From an optimization exercise on the open Yosys and OpenROAD flow, aimed at a short achievable clock period and few clock cycles per item; shortcuts taken in it are not production practice.
At most, simulation tests tie the RTL to the original design; equivalence was not proved.

Design ex_stage, start of the top module:
module ex_stage
#(
    parameter int XLEN = ex_stage_pkg::XLEN_DEF
) (
    input  logic            clk,
    input  logic            reset,
    input  logic [XLEN-1:0] pc_ex,
    input  logic [XLEN-1:0] rdata1_ex,
    input  logic [XLEN-1:0] rdata2_ex,
    input  logic [XLEN-1:0] imm_ex,
    input  logic [4:0]      rs1_ex,
    input  logic [4:0]      rs2_ex,
    input  logic [4:0]      rd_ex,
    input  logic [3:0]      funct_ex,
    input  logic [1:0]      aluop_ex,
    input  logic            alusrc_ex,
    input  logic            mul_ex,
    input  logic            branch_ex,
    input  logic            memread_ex,
    input  logic            memtoreg_ex,
    input  logic            memwrite_ex,
    input  logic            regwrite_ex,
    input  logic [4:0]      memwb_rd,
    input  logic            memwb_regwrite,
    input  logic [XLEN-1:0] memwb_wdata,
    input  logic            ex_flush,
    output logic [XLEN-1:0] mem_branch_tgt,
    output logic [XLEN-1:0] mem_alu_result,
    output logic [XLEN-1:0] mem_store_data,
    output logic            mem_zero,
    output logic [4:0]      mem_rd,
    output logic            mem_branch,
    output logic            mem_memread,
    output logic            mem_memtoreg,
    output logic            mem_memwrite,
    output logic            mem_regwrite,
    output logic            ex_stall
);
    localparam int SHW = $clog2(XLEN);
    logic [XLEN-1:0] r_store_data, r_branch_tgt;
    logic [4:0]      r_rd;
    ex_stage_pkg::ctrl_t r_ctrl;
    logic            r_fwd_en;      
    logic            r_mul_busy;    
    logic            r_mul_fwd;     
    ex_stage_pkg::ctrl_t w_ctrl_ex;
    assign w_ctrl_ex = {branch_ex, memread_ex, memtoreg_ex, memwrite_ex, regwrite_ex};
    logic w_a_ex, w_a_wb, w_b_ex, w_b_wb, w_wb_en;
    assign w_wb_en = memwb_regwrite && memwb_rd != 5'd0;
    assign w_a_ex  = r_fwd_en && r_rd == rs1_ex;
    assign w_a_wb  = w_wb_en && memwb_rd == rs1_ex;
    assign w_b_ex  = r_fwd_en && r_rd == rs2_ex;
    assign w_b_wb  = w_wb_en && memwb_rd == rs2_ex;
    logic [XLEN-1:0] w_fwd_a, w_fwd_b, w_op_b;
    assign w_fwd_a = w_a_ex ? mem_alu_result : w_a_wb ? memwb_wdata : rdata1_ex;
  ...
make LEC_CHECK=0 CAP_MARGIN=20 CELL_PAD_IN_SITES_DETAIL_PLACEMENT=1 CORE_MARGIN=2 CORE_UTILIZATION=20 PLACE_DENSITY=0.35 SETUP_SLACK_MARGIN=4.5 SLEW_MARGIN=20 finish   # period 9.0 ns
run.sh (not shown) runs the stock make flow with config.mk's settings and CLKGATE_MAP_FILE= SYNTH_SCRIPT=/design/flow/synth_recipe.tcl, a recipe that flattens the netlist after the stock synthesis.
Testbench counts at the start, summed over its fixed seeds: cycles 18,102, items 16,000.
Edit:
--- a/flow/design.v
+++ b/flow/design.v
@@ -7730,27 +7730,27 @@
     assign w_and  = w_f == 4'b0111;
     assign w_or   = w_f == 4'b0110;
     assign w_xor  = w_f == 4'b0100;
     assign w_sll  = w_f == 4'b0001;
     assign w_srl  = w_f == 4'b0101;
     assign w_sra  = w_f == 4'b1101;
     assign w_slt  = w_f == 4'b0010;
     assign w_sltu = w_f == 4'b0011;
     assign w_add  = !(w_sub || w_and || w_or || w_xor || w_sll || w_srl || w_sra || w_slt || w_sltu);
-    logic [XLEN-1:0] w_sum, w_diff, w_sh_in, w_sh, w_log;
+    logic [XLEN-1:0] w_sum, w_diff, w_shl, w_shr, w_log;
     logic [SHW-1:0]  w_shamt;
+    logic            w_lt;
     assign w_shamt = w_op_b[SHW-1:0];
     assign w_sum   = w_fwd_a + w_op_b;
     assign w_diff  = w_fwd_a - w_op_b;
-    for (genvar i = 0; i < XLEN; i++) begin : g_rev_in
-        assign w_sh_in[i] = w_sll ? w_fwd_a[XLEN-1-i] : w_fwd_a[i];
-    end
-    assign w_sh    = XLEN'($signed({w_sra & w_fwd_a[XLEN-1], w_sh_in}) >>> w_shamt);
+    assign w_shl   = w_fwd_a << w_shamt;
+    assign w_shr   = XLEN'($signed({w_sra & w_fwd_a[XLEN-1], w_fwd_a}) >>> w_shamt);
+    assign w_lt    = w_slt ? ($signed(w_fwd_a) < $signed(w_op_b)) : (w_fwd_a < w_op_b);
     assign w_log   = ({XLEN{w_and}} & (w_fwd_a & w_op_b))
                    | ({XLEN{w_or}}  & (w_fwd_a | w_op_b))
                    | ({XLEN{w_xor}} & (w_fwd_a ^ w_op_b));
     logic w_ma_ex, w_ma_wb, w_mb_ex, w_mb_wb;
     logic [XLEN-1:0] w_mul_a, w_mul_b, w_product;
     assign w_ma_ex = r_mul_fwd && r_rd == rs1_ex;
     assign w_ma_wb = memwb_regwrite && memwb_rd == rs1_ex;
     assign w_mb_ex = r_mul_fwd && r_rd == rs2_ex;
     assign w_mb_wb = memwb_regwrite && memwb_rd == rs2_ex;
@@ -7773,55 +7773,51 @@
             r_fwd_en   <= 1'b0;
             r_mul_fwd  <= 1'b0;
         end else begin
             r_mul_busy <= w_stall;
             r_ctrl     <= w_bubble ? '0 : w_ctrl_ex;
             r_fwd_en   <= !w_bubble && regwrite_ex && !memtoreg_ex && rd_ex != 5'd0;
             r_mul_fwd  <= !w_bubble && regwrite_ex && !memtoreg_ex;
         end
     end
-    logic [XLEN-1:0] r_sum, r_diff, r_sh, r_log, r_prod, w_sh_rev;
-    logic            r_a_sign, r_b_sign;
-    logic            r_s_sum, r_s_diff, r_s_shl, r_s_shr, r_s_log, r_s_slt, r_s_sltu, r_s_prod;
+    logic [XLEN-1:0] r_sum, r_diff, r_shl, r_shr, r_log, r_prod;
+    logic            r_lt;
+    logic            r_s_sum, r_s_diff, r_s_shl, r_s_shr, r_s_log, r_s_lt, r_s_prod;
     always_ff @(posedge clk) begin
         r_branch_tgt <= pc_ex + (imm_ex << 1);
         r_rd         <= rd_ex;
         r_store_data <= w_fwd_b;
         r_sum        <= w_sum;
         r_diff       <= w_diff;
-        r_sh         <= w_sh;
+        r_shl        <= w_shl;
+        r_shr        <= w_shr;
         r_log        <= w_log;
-        r_a_sign     <= w_fwd_a[XLEN-1];
-        r_b_sign     <= w_op_b[XLEN-1];
+        r_lt         <= w_lt;
         r_prod       <= w_product;
         r_s_prod     <= r_mul_busy;
         r_s_sum      <= !r_mul_busy && w_add;
         r_s_diff     <= !r_mul_busy && w_sub;
         r_s_shl      <= !r_mul_busy && w_sll;
         r_s_shr      <= !r_mul_busy && (w_srl || w_sra);
         r_s_log      <= !r_mul_busy && (w_and || w_or || w_xor);
-        r_s_slt      <= !r_mul_busy && w_slt;
-        r_s_sltu     <= !r_mul_busy && w_sltu;
-    end
-    for (genvar i = 0; i < XLEN; i++) begin : g_rev_out
-        assign w_sh_rev[i] = r_sh[XLEN-1-i];
+        r_s_lt       <= !r_mul_busy && (w_slt || w_sltu);
     end
-    logic w_lt;
-    assign w_lt = (r_s_slt  && ((r_a_sign != r_b_sign) ? r_a_sign : r_diff[XLEN-1]))
-               || (r_s_sltu && ((r_a_sign != r_b_sign) ? r_b_sign : r_diff[XLEN-1]));
     assign mem_alu_result = ({XLEN{r_s_sum}}  & r_sum)
                           | ({XLEN{r_s_diff}} & r_diff)
-                          | ({XLEN{r_s_shl}}  & w_sh_rev)
-                          | ({XLEN{r_s_shr}}  & r_sh)
+                          | ({XLEN{r_s_shl}}  & r_shl)
+                          | ({XLEN{r_s_shr}}  & r_shr)
                           | ({XLEN{r_s_log}}  & r_log)
                           | ({XLEN{r_s_prod}} & r_prod)
-                          | {{(XLEN-1){1'b0}}, w_lt};
-    assign mem_zero       = mem_alu_result == '0;
+                          | {{(XLEN-1){1'b0}}, r_s_lt & r_lt};
+    assign mem_zero = !((r_s_sum  && r_sum  != '0) || (r_s_diff && r_diff != '0) ||
+                        (r_s_shl  && r_shl  != '0) || (r_s_shr  && r_shr  != '0) ||
+                        (r_s_log  && r_log  != '0) || (r_s_prod && r_prod != '0) ||
+                        (r_s_lt   && r_lt));
     assign mem_store_data = r_store_data;
     assign mem_branch_tgt = r_branch_tgt;
     assign mem_rd         = r_rd;
     assign mem_branch     = r_ctrl.branch;
     assign mem_memread    = r_ctrl.memread;
     assign mem_memtoreg   = r_ctrl.memtoreg;
     assign mem_memwrite   = r_ctrl.memwrite;
     assign mem_regwrite   = r_ctrl.regwrite;
 endmodule
=> Now the flow finished with capacitance limit, slew limit left. Final cell count is higher by 3.4%. Setup slack gets worse by 320 ps. Sequential share of layout area is higher by 0.46 points. Global-route usage is lower by 0.13 points. Fmax is lower by 5.1%. Critical path depth is lower by 1. Via count is higher by 2.6%. Utilization is lower by 0.51 points. Design area is higher by 1.6%. Count of clock-buffer cells in the layout is lower by 3.
No functional check of the RTL was part of the second run of this note.

## afterwards: timing with drivers on the ports
Ports are ideal in the flow. The routed layouts listed here were re-timed in OpenROAD. Step 1: set_driving_cell puts a clkbuf_16 on clk and a buf_2 on each other input, an assumption about the parent block. Step 2 adds t to the input delays and takes it off the output delays; t is the mean of the earliest and latest rising clock arrival at the registers after step 1. Input paths then give back, and output paths get back, about the clock's delay inside the block. Three values: no drivers, after step 1, after step 2; two values: the first two.
run	t (ns)	setup WS [ns]	hold WS [ns]	worst setup path after step 2	clock arrival spread, ns
the first run	1.103	3.036 / 2.968 / 1.929	0.763 / 0.763 / 0.763	input to register	0.115 / 0.114
the second run	1.122	2.718 / 2.718 / 1.823	0.472 / 0.472 / 0.472	input to register	0.090 / 0.090
The setup slack of the first run, which loses most, moves by -0.068 ns with the drivers and by -1.107 ns with both steps.
